Source: an optimization exercise on an open RTL-to-GDS flow (aim: small area). Production flows keep margins and buffers that such runs may drop. Only simulation tests tie the RTL to the original design; equivalence was not proved. No activity file was given, so power comes from the tool's default toggle rates.

### design/flow/flow/run.sh
#!/bin/bash
# The standard layout with three changes: every port is buffered by the
# smallest buffer, ABC maps for a light load (so it does not upsize gates
# that drive one or two pins), and the clock tree uses small sink clusters
# of clkbuf_4 without dummy loads.
set -euo pipefail
export BUFFER_PORTS_ARGS="-buffer_cell sky130_fd_sc_hd__buf_1"
export CTS_ARGS="-sink_clustering_enable -repair_clock_nets -dont_use_dummy_load -buf_list sky130_fd_sc_hd__clkbuf_4 -sink_clustering_size 8 -sink_clustering_max_diameter 40"
bash standard.sh ABC_LOAD_IN_FF=1 finish > standard.log 2>&1
### design/flow/standard.sh
#!/bin/bash
# synth_recipe.tcl (not shown) runs the flow's synth.tcl, then flattens the netlist and writes it again
# the make line also repeats each setting of config.mk as NAME=value (left out here)
make -C /OpenROAD-flow-scripts/flow DESIGN_CONFIG=/design/flow/config.mk WORK_HOME=/design/flow/orfs CLKGATE_MAP_FILE= SYNTH_SCRIPT=/design/flow/synth_recipe.tcl "${@:-finish}"
### design/flow/config.mk
export PLATFORM = sky130hd
export DESIGN_NAME = chess_top
export DESIGN_NICKNAME = chess_top
export VERILOG_FILES = /design/flow/design.v
export SDC_FILE = /design/flow/constraint.sdc
export NUM_CORES = 4
export LEC_CHECK = 0
export CAP_MARGIN = 20
export CORE_MARGIN = 2
export CORE_UTILIZATION = 40
export SLEW_MARGIN = 20
export SYNTH_HIERARCHICAL = 1
### design/flow/constraint.sdc
create_clock -name core_clock -period 5.0 [get_ports {clk}]
set_input_delay 1.0000 -clock core_clock [delete_from_list [all_inputs] [get_ports {clk}]]
set_output_delay 1.0000 -clock core_clock [all_outputs]
set_load 0.01 [all_outputs]
### design/flow/design.v
`default_nettype none
module button_conditioner #(
    parameter int DEBOUNCE_CYCLES = 4
) (
    input  logic       clk,
    input  logic       rst,
    input  logic [4:0] buttons,
    output logic [4:0] presses
);
    localparam int NUM_BUTTONS = 5;
    for (genvar i = 0; i < NUM_BUTTONS; i++) begin : g_btn
        button_debounce #(
            .DEBOUNCE_CYCLES(DEBOUNCE_CYCLES)
        ) debounce (
            .clk  (clk),
            .rst  (rst),
            .raw  (buttons[i]),
            .press(presses[i])
        );
    end
endmodule
module button_debounce #(
    parameter int DEBOUNCE_CYCLES = 4
) (
    input  logic clk,
    input  logic rst,
    input  logic raw,
    output logic press
);
    localparam int CNT_W = (DEBOUNCE_CYCLES > 1) ? $clog2(DEBOUNCE_CYCLES) : 1;
    logic             level;
    logic             level_q;
    logic [CNT_W-1:0] count;
    logic             differs;
    logic             done;
    logic [CNT_W-1:0] count_up;
    assign differs = raw ^ level;
    assign done    = (count == CNT_W'(DEBOUNCE_CYCLES - 1));
    always_comb begin
        logic carry;
        carry = 1'b1;
        for (int b = 0; b < CNT_W; b++) begin
            count_up[b] = count[b] ^ carry;
            carry       = carry & count[b];
        end
    end
    always_ff @(posedge clk) begin
        if (rst) begin
            level <= 1'b0;
            count <= '0;
        end else begin
            if (differs && done) begin
                level <= raw;
            end
            count <= (differs && !done) ? count_up : '0;
        end
    end
    always_ff @(posedge clk) begin
        level_q <= level;
    end
    always_ff @(posedge clk) begin
        if (rst) begin
            press <= 1'b0;
        end else begin
            press <= level & ~level_q;
        end
    end
endmodule
`default_nettype wire
`default_nettype none
module board_state (
    input  logic         clk,
    input  logic         rst,
    input  logic         mv_valid,
    input  logic [5:0]   mv_from,
    input  logic [5:0]   mv_to,
    input  logic [3:0]   mv_piece,
    output logic [255:0] board
);
    localparam logic [255:0] START_BOARD =
        256'h43265234111111110000000000000000000000000000000099999999cbaedabc;
    logic [7:0] to_row_n, to_col_n, fr_row, fr_col;
    always_comb begin
        for (int k = 0; k < 8; k++) begin
            to_row_n[k] = !((mv_valid && mv_to[5:3] == 3'(k)) || rst);
            to_col_n[k] = !((mv_to[2:0] == 3'(k)) || rst);
            fr_row[k] = mv_valid && mv_from[5:3] == 3'(k);
            fr_col[k] = mv_from[2:0] == 3'(k);
        end
    end
    logic [3:0] piece_set, piece_clr;
    assign piece_set = mv_piece | {4{rst}};
    assign piece_clr = mv_piece & {4{~rst}};
    for (genvar i = 0; i < 64; i++) begin : g_sq
        logic       load, hold;
        logic [3:0] data;
        square_ctl ctl (
            .to_row_n(to_row_n[i/8]),
            .to_col_n(to_col_n[i%8]),
            .fr_row(fr_row[i/8]),
            .fr_col(fr_col[i%8]),
            .load  (load),
            .hold  (hold)
        );
        for (genvar b = 0; b < 4; b++) begin : g_bit
            assign data[b] = START_BOARD[4*i+b] ? piece_set[b] : piece_clr[b];
        end
        board_square sq (
            .clk (clk),
            .load(load),
            .hold(hold),
            .data(data),
            .q   (board[4*i +: 4])
        );
    end
endmodule
`default_nettype wire
`default_nettype none
module board_square (
    input  logic       clk,
    input  logic       load,
    input  logic       hold,
    input  logic [3:0] data,
    output logic [3:0] q
);
    always_ff @(posedge clk) begin
        q <= ({4{load}} & data) | ({4{hold}} & q);
    end
endmodule
`default_nettype wire
`default_nettype none
module square_ctl (
    input  logic to_row_n,
    input  logic to_col_n,
    input  logic fr_row,
    input  logic fr_col,
    output logic load,
    output logic hold
);
    assign load = ~(to_row_n | to_col_n);
    nor_and hold_gate (
        .a(fr_row),
        .b(fr_col),
        .c(load),
        .y(hold)
    );
endmodule
module nor_and (
    input  logic a,
    input  logic b,
    input  logic c,
    output logic y
);
    assign y = ~((a & b) | c);
endmodule
`default_nettype wire
`default_nettype none
module move_controller (
    input  logic         clk,
    input  logic         rst,
    input  logic [4:0]   presses,
    input  logic [3:0]   under_cursor,
    output logic [5:0]   cursor,
    output logic [6:0]   selection,
    output logic         turn,
    output logic         mv_valid,
    output logic [5:0]   mv_from,
    output logic [5:0]   mv_to,
    output logic [2:0]   mv_kind
);
    localparam logic [5:0] CURSOR_START = 6'd52;
    logic       press_left, press_right, press_up, press_down, press_center;
    logic [2:0] row;
    logic [2:0] col;
    logic       cursor_owned;
    logic       sel_valid;
    logic [5:0] sel_addr;
    assign {press_left, press_right, press_up, press_down, press_center} = presses;
    assign row = cursor[5:3];
    assign col = cursor[2:0];
    assign cursor_owned = (under_cursor[2:0] != 3'd0) && (under_cursor[3] == turn);
    assign selection = {sel_valid, sel_addr & {6{sel_valid}}};
    assign mv_from   = sel_addr;
    logic left_go, right_go, up_go, down_go;
    assign left_go  = press_left;
    assign right_go = press_right & ~press_left;
    assign up_go    = press_up & ~press_left & ~press_right;
    assign down_go  = press_down & ~press_up & ~press_left & ~press_right;
    cursor_axis #(.START(CURSOR_START[2:0])) col_axis (
        .clk (clk),
        .rst (rst),
        .dec (left_go),
        .inc (right_go),
        .pos (cursor[2:0])
    );
    cursor_axis #(.START(CURSOR_START[5:3])) row_axis (
        .clk (clk),
        .rst (rst),
        .dec (up_go),
        .inc (down_go),
        .pos (cursor[5:3])
    );
    always_ff @(posedge clk) begin
        if (press_center && cursor_owned) begin
            sel_addr <= cursor;
            mv_kind  <= under_cursor[2:0];
        end
    end
    always_ff @(posedge clk) begin
        mv_to <= cursor;
    end
    always_ff @(posedge clk) begin
        if (rst) begin
            sel_valid <= 1'b0;
            turn      <= 1'b0;
            mv_valid  <= 1'b0;
        end else begin
            mv_valid <= 1'b0;
            if (press_center) begin
                if (!sel_valid) begin
                    if (cursor_owned) begin
                        sel_valid <= 1'b1;
                    end
                end else if (cursor == sel_addr) begin
                    sel_valid <= 1'b0;
                end else if (!cursor_owned) begin
                    mv_valid  <= 1'b1;
                    turn      <= ~turn;
                    sel_valid <= 1'b0;
                end
            end
        end
    end
endmodule
`default_nettype wire
`default_nettype none
module cursor_axis #(
    parameter logic [2:0] START = 3'd0
) (
    input  logic       clk,
    input  logic       rst,
    input  logic       dec,
    input  logic       inc,
    output logic [2:0] pos
);
    logic dn, up;
    logic [2:0] nxt;
    assign dn = dec & (pos != 3'd0);
    assign up = inc & (pos != 3'd7);
    assign nxt[0] = pos[0] ^ (dn | up);
    assign nxt[1] = pos[1] ^ (pos[0] ? up : dn);
    assign nxt[2] = (up & pos[0] & pos[1]) | (pos[2] & ~(dn & ~pos[0] & ~pos[1]));
    always_ff @(posedge clk) begin
        if (rst) begin
            pos <= START;
        end else begin
            pos <= nxt;
        end
    end
endmodule
`default_nettype wire
`default_nettype none
module chess_top #(
    parameter int DEBOUNCE_CYCLES = 4
) (
    input  logic         clk,
    input  logic         rst,
    input  logic [4:0]   buttons,
    output logic [255:0] board,
    output logic [5:0]   cursor,
    output logic [6:0]   selection,
    output logic         turn
);
    logic [4:0] presses;
    logic [3:0] under_cursor;
    logic       mv_valid;
    logic [5:0] mv_from, mv_to;
    logic [2:0] mv_kind;
    button_conditioner #(
        .DEBOUNCE_CYCLES(DEBOUNCE_CYCLES)
    ) button_conditioner_inst (
        .clk    (clk),
        .rst    (rst),
        .buttons(buttons),
        .presses(presses)
    );
    logic [7:0] cur_row, cur_col;
    logic [3:0] by_col [8];
    always_comb begin
        for (int k = 0; k < 8; k++) begin
            cur_row[k] = (cursor[5:3] == 3'(k));
            cur_col[k] = (cursor[2:0] == 3'(k));
        end
    end
    for (genvar b = 0; b < 4; b++) begin : g_uc
        for (genvar c = 0; c < 8; c++) begin : g_col
            logic [7:0] column;
            for (genvar r = 0; r < 8; r++) begin : g_row
                assign column[r] = board[4*(8*r+c)+b];
            end
            pick8 pick_row (
                .sel (cur_row),
                .d   (column),
                .y   (by_col[c][b])
            );
        end
        pick8 pick_col (
            .sel (cur_col),
            .d   ({by_col[7][b], by_col[6][b], by_col[5][b], by_col[4][b],
                   by_col[3][b], by_col[2][b], by_col[1][b], by_col[0][b]}),
            .y   (under_cursor[b])
        );
    end
    move_controller move_controller_inst (
        .clk         (clk),
        .rst         (rst),
        .presses     (presses),
        .under_cursor(under_cursor),
        .cursor      (cursor),
        .selection   (selection),
        .turn        (turn),
        .mv_valid    (mv_valid),
        .mv_from     (mv_from),
        .mv_to       (mv_to),
        .mv_kind     (mv_kind)
    );
    board_state board_state_inst (
        .clk     (clk),
        .rst     (rst),
        .mv_valid(mv_valid),
        .mv_from (mv_from),
        .mv_to   (mv_to),
        .mv_piece({~turn, mv_kind}),
        .board   (board)
    );
endmodule
`default_nettype wire
`default_nettype none
module pick8 (
    input  logic [7:0] sel,
    input  logic [7:0] d,
    output logic       y
);
    logic [2:0] part_n;
    aoi222 part0 (.a(sel[2:0]), .b(d[2:0]), .y(part_n[0]));
    aoi222 part1 (.a(sel[5:3]), .b(d[5:3]), .y(part_n[1]));
    aoi22  part2 (.a(sel[7:6]), .b(d[7:6]), .y(part_n[2]));
    assign y = ~&part_n;
endmodule
module aoi222 (
    input  logic [2:0] a,
    input  logic [2:0] b,
    output logic       y
);
    assign y = ~|(a & b);
endmodule
`default_nettype wire
`default_nettype none
module aoi22 (
    input  logic [1:0] a,
    input  logic [1:0] b,
    output logic       y
);
    assign y = ~|(a & b);
endmodule
`default_nettype wire
==> results by group, run 1 <==
Clock network
  – Htree depth: 2
  – CTS tree: yes
  – Clock root buffer: clkbuf_4
  – Worst-Skew Late Latency: 710 ps
  – Deepest clock path buffer count: 3
  – Post-CTS setup buffers: 0
  – Clock buffer count from CTS: 48
  – Clk slew on worst S/H paths: 90 ps
  – Clock Sink Count: between 300 and 400
  – PostCTS Resize Cnt: 0
  – Hold-fix buffers, CTS: 0

Die
  – Initial core utilization: 0.406
  – Die H: 172 um
  – DIE WIDTH: 172 um
  – Rows: 61
  – Ports: 277
  – Core area: approximately 0.028 mm^2
  – Die area: 0.0297 mm^2

GRT
  – Total GRT Usage: 0.296
  – Vias in the first global route: 10200
  – Largest net degree at the start of global routing: 35
  – Initial antenna violation count: 1
  – First-pass GRT wire length: 65100 um
  – Total grt overflow: 0

STA
  – Post-route setup TNS: 0 ps
  – Finish-stage setup viols: 0
  – Slew HR: 0.202
  – Final Hold Vio Count: 0
  – PnR worst setup slack: between 1000 and 1500 ps
  – Highest clock rate: 0.250 GHz
  – Fin. max-slew vios: 0
  – Worst Tran Pin Value: 1200 ps
  – Fin crit period: 4000 ps
  – Final worst clock skew: 82.9 ps
  – Tcrit/Tclk final: 0.800
  – Unrepaired setup endpoints after global routing: no

Synthesis
  – Top-count cell post-synth: dfxtp_1
  – Mapped Area: between 0.01 and 0.015 mm^2
  – Sequential area share after synthesis: 0.547
  – Yosys top cell by area: dfxtp_1
  – Post-synth EDFFs: 9
  – Cells after synthesis: 1005
  – Share of flip-flops with an asynchronous set or reset: 0
  – Mapped Nets: just over 1000
  – Library cells used by synthesis: 43
  – Share of the synthesized area in the top cell type: 0.523
  – Mean Syn Cell Area: between 10 and 15 um^2
  – Synthesis-stage register bit count: 305
  – Yosys warns: 14
  – Top post-synthesis cells by area: dfxtp_1 (52%), a22o_1 (20%), a222oi_1 (6.4%)
  – Synth cell count leaders: dfxtp_1 (296), a22o_1 (256), nor2_1 (82)
  – Synth Flop Type: dfxtp_1

Finish
  – Non-Filler Instances: 1734
  – Share of cells above drive strength 1: 0.0724
  – Fill cells: 2700
  – Register Area: 0.00620 mm^2
  – Footprint of the multi-input gates: 0.00518 mm^2
  – Design Area, Final: 0.0135 mm^2
  – Area growth syn-to-layout: 19.1%
  – Final nets: ~1400

Place
  – Pre-CTS setup slack: 1040 ps
  – Port Buf Inserts: 276
  – DP Area: 0.0131 mm^2
  – Dpl hpwl: 31400 um
  – Global placement routability congestion: 0.897
  – Dpl cells: 1683

Job
  – Max Cap Viol: 0

Detailed routing
  – Via Count: ~11000
  – Pre-Repair DR Iteration Count: 9
  – Met2 routed wirelength: 20100 um
  – WL per Instance: between 20 and 30 um
  – Number of routed nets with antenna violations: 0
  – Detail Route met3 WL: approximately 4900 um
  – Wire length on met1: between 15000 and 20000 um
  – Routed WL: between 40000 and 50000 um
  – DRC: 0
  – Vias per cell: ~6.5
  – Top layer used by detailed routing: met4
  – 1st-iter DRT viols: ~1800

Setup path
  – Crit path kind: flip-flop to flip-flop
  – Element type at the critical path end: flip-flop
  – Required @ worst endpoint: 5290 ps
  – Startpoint types: flip-flop
  – Critical path arrival: 4290 ps
  – Critical Path Fanout Max: 20

Outcome
  – Status: finished clean

Hold path
  – Min-delay worst type: flip-flop to flip-flop

Power
  – PwrDens: around 360 mW/mm^2
  – VDD IR max: around 0.18 mV
  – Leak: 0.00522 uW
## modules after synthesis (local to each module, per instance), excerpt
module	copies in the design	cells inside
aoi222	72	1
chess_top	1	17
board_state	1	55
aoi22	36	1
pick8	36	1
board_square	64	8
move_controller	1	52
square_ctl	64	1
nor_and	64	1
## worst paths after layout
path | startpoint | endpoint | slack [ps] | depth (start not counted)
worst min register to register | button_conditioner_inst.g_btn[4].debounce.level_q | button_conditioner_inst.g_btn[4].debounce.press | 370 | 1
worst min-delay path | button_conditioner_inst.g_btn[4].debounce.level_q | button_conditioner_inst.g_btn[4].debounce.press | 370 | 1
worst max-delay path | move_controller_inst.row_axis.pos[2] | move_controller_inst.mv_kind[2] | 1000 | 9
worst max register to register | move_controller_inst.row_axis.pos[2] | move_controller_inst.mv_kind[2] | 1000 | 9
## cells in the final DEF, fill, tap and decap left out, types with 2 or more instances in the layout
| cell type | n |
|---|---|
| nand3_1 | 37 |
| nor4_1 | 6 |
| and3_1 | 3 |
| buf_4 | 27 |
| a22oi_1 | 36 |
| a222oi_1 | 72 |
| nor2b_1 | 4 |
| nor3_1 | 4 |
| mux2i_1 | 5 |
| edfxtp_1 | 9 |
| a31oi_2 | 4 |
| o211ai_1 | 2 |
| nor3b_2 | 5 |
| nor3b_1 | 10 |
| nor3_2 | 3 |
| a22o_1 | 256 |
| nor2_1 | 82 |
| buf_1 | 275 |
| nor4b_1 | 6 |
| diode_2 | 3 |
| clkbuf_4 | 48 |
| ha_1 | 5 |
| a21o_1 | 2 |
| nand2_1 | 8 |
| nor2b_4 | 5 |
| and2_0 | 5 |
| and3b_1 | 8 |
| nand3b_1 | 2 |
| nand2b_1 | 5 |
| a221oi_1 | 3 |
| o21bai_1 | 2 |
| a21oi_1 | 71 |
| a31oi_1 | 8 |
| xnor2_1 | 12 |
| dfxtp_1 | 296 |
| inv_1 | 6 |
| or2_0 | 3 |
| o21ai_0 | 5 |
## routing by layer
metal,vias up,GRT usage
li1,4914,-
met4,0,0.106
met5,-,0
met1,5450,0.409
met3,117,0.0595
met2,761,0.460
## area by class of cell
class                   count  area share
clock buffers              48      0.0267
inverters                   6     0.00167
flip-flops and latches    305       0.460
well taps                 378      0.0351
repair buffers            303      0.0920
diodes                      3    0.000557
multi-input cells         691       0.384
## stage by stage
step           hold WS, ps   util  power (uW)
3_3_place_gp           377  0.470        3690
5_1_grt                402  0.484        5120
2_1_floorplan          370      -        3310
3_5_place_dp           383  0.470        3690
6_report               373  0.484        4920
4_1_cts                376  0.483        4920
## state kept, by name, indices dropped and copies added, names as in the netlist
register	cells
board_state_inst.g_sq.sq.q	256
button_conditioner_inst.g_btn.debounce.count	10
move_controller_inst.mv_to	6
move_controller_inst.sel_addr	6
button_conditioner_inst.g_btn.debounce.level	5
button_conditioner_inst.g_btn.debounce.level_q	5
button_conditioner_inst.g_btn.debounce.press	5
move_controller_inst.col_axis.pos	3
move_controller_inst.mv_kind	3
move_controller_inst.row_axis.pos	3
move_controller_inst.mv_valid	1
move_controller_inst.sel_valid	1
move_controller_inst.turn	1
## worst max-delay path: stages, from the launching register on
cell      delay (ps)
dfxtp_1          690
and3b_1          550
buf_4            350
a222oi_1         330
nand3_1          160
a222oi_1         390
nand3_1          160
xnor2_1          210
o31a_1           210
and2_0           560
## where the power goes
part	switching (uW)	internal, uW	leakage (uW)
Sequential	258	2670	0.00255
Combinational	428	294	0.00245
Clock	827	439	0.000221
Total	1510	3400	0.00522
## cells by family (layout without fill, tap and decap cells)
logic type / Yosys count / after routing / synth area share
compound gates: 467 / 467 / 0.336
flops: 305 / 305 / 0.547
simple gates: 201 / 201 / 0.0926
xor+xnor: 12 / 12 / 0.00928
buf+inv: 9 / 357 / 0.00376
mux: 6 / 6 / 0.00541
fa+ha+maj: 5 / 5 / 0.00552
other cells: 0 / 3 / 0
==> inputs of run 2 (changes only) <==
--- a/design/flow/config.mk
+++ b/design/flow/config.mk
@@ -7,6 +7,6 @@
 export LEC_CHECK = 0
-export CAP_MARGIN = 20
+export CAP_MARGIN = 0
 export CORE_MARGIN = 2
 export CORE_UTILIZATION = 40
-export SLEW_MARGIN = 20
+export SLEW_MARGIN = 0
 export SYNTH_HIERARCHICAL = 1
==> results by group, run 2 <==
Hold path
  – Min-Delay Path Depth: 1
  – Hold path endpoint: button_conditioner_inst.g_btn[4].debounce.press
  – Hold wc startpoint: button_conditioner_inst.g_btn[4].debounce.level_q
  – Min-delay worst type: flip-flop to flip-flop

STA
  – Finish-stage setup viols: 0
  – Final Hold Vio Count: 0
  – Unrepaired setup endpoints after global routing: no
  – Highest clock rate: 0.249 GHz
  – Tcrit/Tclk final: 0.804
  – Worst hold margin: between 300 and 400 ps
  – Fin. max-slew vios: 0
  – Fin crit period: 4020 ps
  – Slew HR: 0.151
  – Worst Tran Pin Value: 1260 ps
  – Final worst clock skew: between 80 and 90 ps
  – Post-route setup TNS: 0 ps

Power
  – Leak: roughly 0.0052 uW
  – PwrDens: 365 mW/mm^2
  – VDD IR max: about 0.18 mV

Setup path
  – Startpoint types: flip-flop
  – CP Cell Sequence: and3b_1 > buf_4 > a222oi_1 > nand3_1 > a222oi_1 > nand3_1 > xnor2_1 > o31a_1 > and2_0
  – Element type at the critical path end: flip-flop
  – Critical path arrival: between 4000 and 5000 ps
  – CP top delay family: simple AND/OR/NAND/NOR gates
  – Worst r2r src: move_controller_inst.row_axis.pos[2]
  – R2r endpoint: move_controller_inst.mv_kind[2]
  – Worst Path Buf+Inv: 1
  – Slowest stage delay, CP: 690 ps
  – Internal reg-to-reg setup slack: slightly below 1000 ps
  – Critical Path Fanout Max: 20
  – Crit path kind: flip-flop to flip-flop
  – R2R depth: 9
  – Required @ worst endpoint: 5290 ps
  – Slowest CP cell: dfxtp_1

Die
  – Rows: 61
  – Core area: 0.0279 mm^2
  – Die area: 0.0297 mm^2
  – Initial core utilization: 0.406
  – Die H: roughly 170 um
  – DIE WIDTH: 172 um
  – Ports: about 280

GRT
  – Largest net degree at the start of global routing: 35
  – Total grt overflow: 0
  – Total GRT Usage: 0.296
  – Vias in the first global route: 10200
  – Initial antenna violation count: 1
  – First-pass GRT wire length: 65100 um

Clock network
  – CTS tree: yes
  – Hold-fix buffers, CTS: 0
  – Clk slew on worst S/H paths: 90 ps
  – PostCTS Resize Cnt: 0
  – Worst-Skew Late Latency: about 710 ps
  – Clock Sink Count: 305
  – Deepest clock path buffer count: 3
  – Clock buffer count from CTS: 48
  – Clock root buffer: clkbuf_4
  – Post-CTS setup buffers: 0
  – Htree depth: 2

Place
  – Port Buf Inserts: 276
  – Dpl cells: 1683
  – Dpl hpwl: 31400 um
  – Global placement routability congestion: between 0.8 and 0.9

Detailed routing
  – Wire length on met1: 19000 um
  – DRC: 0
  – Via Count: 11200
  – Vias per cell: about 6.4
  – Met2 routed wirelength: 20100 um
  – Detail Route met3 WL: 4850 um
  – Top layer used by detailed routing: met4
  – Pre-Repair DR Iteration Count: 7
  – Routed WL: 45300 um
  – Number of routed nets with antenna violations: 0
  – 1st-iter DRT viols: about 1700
  – WL per Instance: 26.2 um

Finish
  – Max FFs per register: 256
  – Util after Layout: 0.483
  – Commonest cells after routing, fill and taps aside: dfxtp_1 (296), buf_1 (275), a22o_1 (256)
  – Area growth syn-to-layout: 18.9%
  – Commonest non-fill, non-tap cell in the layout: dfxtp_1
  – Final nets: 1367
  – Non-Filler Instances: 1734
  – Most flop-heavy register: board_state_inst.g_sq.sq.q
  – Largest registers: board_state_inst.g_sq.sq.q x256, button_conditioner_inst.g_btn.debounce.count x10
  – Fill cells: between 2000 and 3000
  – Share of cells above drive strength 1: 0.0702

Synthesis
  – Synth cell count leaders: dfxtp_1 (296), a22o_1 (256), nor2_1 (82)
  – Cells after synthesis: 1005
  – Post-synth EDFFs: 9
  – Mapped Nets: 1017
  – Synth Flop Type: dfxtp_1
  – Share of the synthesized area in the top cell type: 0.523
  – Yosys warns: 14
  – Mapped Area: 0.0113 mm^2
  – Mean Syn Cell Area: between 10 and 15 um^2
  – Yosys top cell by area: dfxtp_1
  – Top post-synthesis cells by area: dfxtp_1 (52%), a22o_1 (20%), a222oi_1 (6.4%)
  – Synthesis-stage register bit count: 305
  – Top-count cell post-synth: dfxtp_1
  – Sequential area share after synthesis: 0.547
  – Share of flip-flops with an asynchronous set or reset: 0
  – Library cells used by synthesis: 43

Outcome
  – Status: finished clean

Job
  – Max Cap Viol: 0
run 2: worst max path at each step:
| stage | from | endpoint | slack, ps | depth (start not counted) |
|---|---|---|---|---|
| finish | move_controller_inst.row_axis.pos[2] | move_controller_inst.mv_kind[2] | 980 | 9 |
| global route | move_controller_inst.row_axis.pos[2] | move_controller_inst.mv_kind[2] | 750 | 9 |
| CTS | move_controller_inst.row_axis.pos[2] | move_controller_inst.mv_kind[2] | 990 | 9 |
| detailed placement | move_controller_inst.row_axis.pos[2] | move_controller_inst.mv_kind[0] | 1040 | 9 |
| global placement | move_controller_inst.row_axis.pos[2] | move_controller_inst.sel_addr[1] | 1130 | 9 |
| floorplan | move_controller_inst.row_axis.pos[1] | move_controller_inst.mv_kind[0] | 860 | 8 |
run 2: kinds of logic after synthesis:
| group | after synthesis | synth area share |
|---|---|---|
| compound gates | 467 | 0.336 |
| xor+xnor | 12 | 0.00928 |
| fa+ha+maj | 5 | 0.00552 |
| buf+inv | 9 | 0.00376 |
| flops | 305 | 0.547 |
| mux | 6 | 0.00541 |
| simple gates | 201 | 0.0926 |
run 2: worst register-to-register path, delay by kind of cell (launching register included):
| family | cells | cell delay, ps |
|---|---|---|
| and+or+nand+nor | 4 | 1430 |
| AOI/OAI and AO/OA | 3 | 960 |
| DFF | 1 | 690 |
| buffers and inverters | 1 | 350 |
| xor gates and xnor gates | 1 | 220 |
run 2: routing by layer:
layer	track usage	up-vias
li1	-	4908
met1	0.409	5378
met2	0.460	750
met3	0.0595	116
met4	0.106	0
met5	0	-
run 2: modules after synthesis (local to each module, per instance), a selection:
module | area (um^2) | flops+latches | copies in the design
nor_and | 5.00 | 0 | 64
board_square | 115 | 4 | 64
square_ctl | 3.75 | 0 | 64
aoi222 | 10.0 | 0 | 72
board_state | 320 | 0 | 1
aoi22 | 7.51 | 0 | 36
chess_top | 124 | 0 | 1
move_controller | 689 | 18 | 1
pick8 | 5.00 | 0 | 36
run 2: final cells by class:
class	count	area, um^2	area share
flip-flops and latches	305	6200	0.460
multi-input cells	691	5170	0.384
well taps	378	473	0.0351
clock buffers	48	360	0.0268
diodes	3	7.51	0.000557
inverters	6	22.5	0.00167
repair buffers	303	1240	0.0921
run 2: per-stage QoR:
step                instance area, um^2  worst slack (ps)  total power (uW)
finish                            13500               979              4910
floorplan                         11300               861              3310
detailed placement                13100              1040              3690
global placement                  13100              1130              3690
global route                      13500               750              5120
CTS                               13500               988              4920
run 2: power by group:
part           leakage, uW  switching, uW  internal (uW)
logic              0.00244            428            294
clock network     0.000221            823            439
registers          0.00255            259           2670

-- static timing again, ports no longer ideal --
No port has a modelled driver above. Below, the same layouts with a new extraction and two added sets of constraints. Step 1, drivers: a clkbuf_16 drives clk and a buf_2 each remaining input, both assumed. Step 2 moves the port delays by t, midway between the first and last clock arrival at a register: inputs arrive t later, outputs are due t later. That takes back most of the time a late clock gives input paths. Slacks: ideal ports / drivers / drivers and shift; pairs: ideal ports / drivers.
run | t (ns) | setup slack, ns | worst setup path at the end
run 1 | 0.719 | 1.000 / 1.000 / 1.000 | register to register
run 2 | 0.720 | 0.979 / 0.979 / 0.979 | register to register
After both steps setup and hold are still met in every run listed.
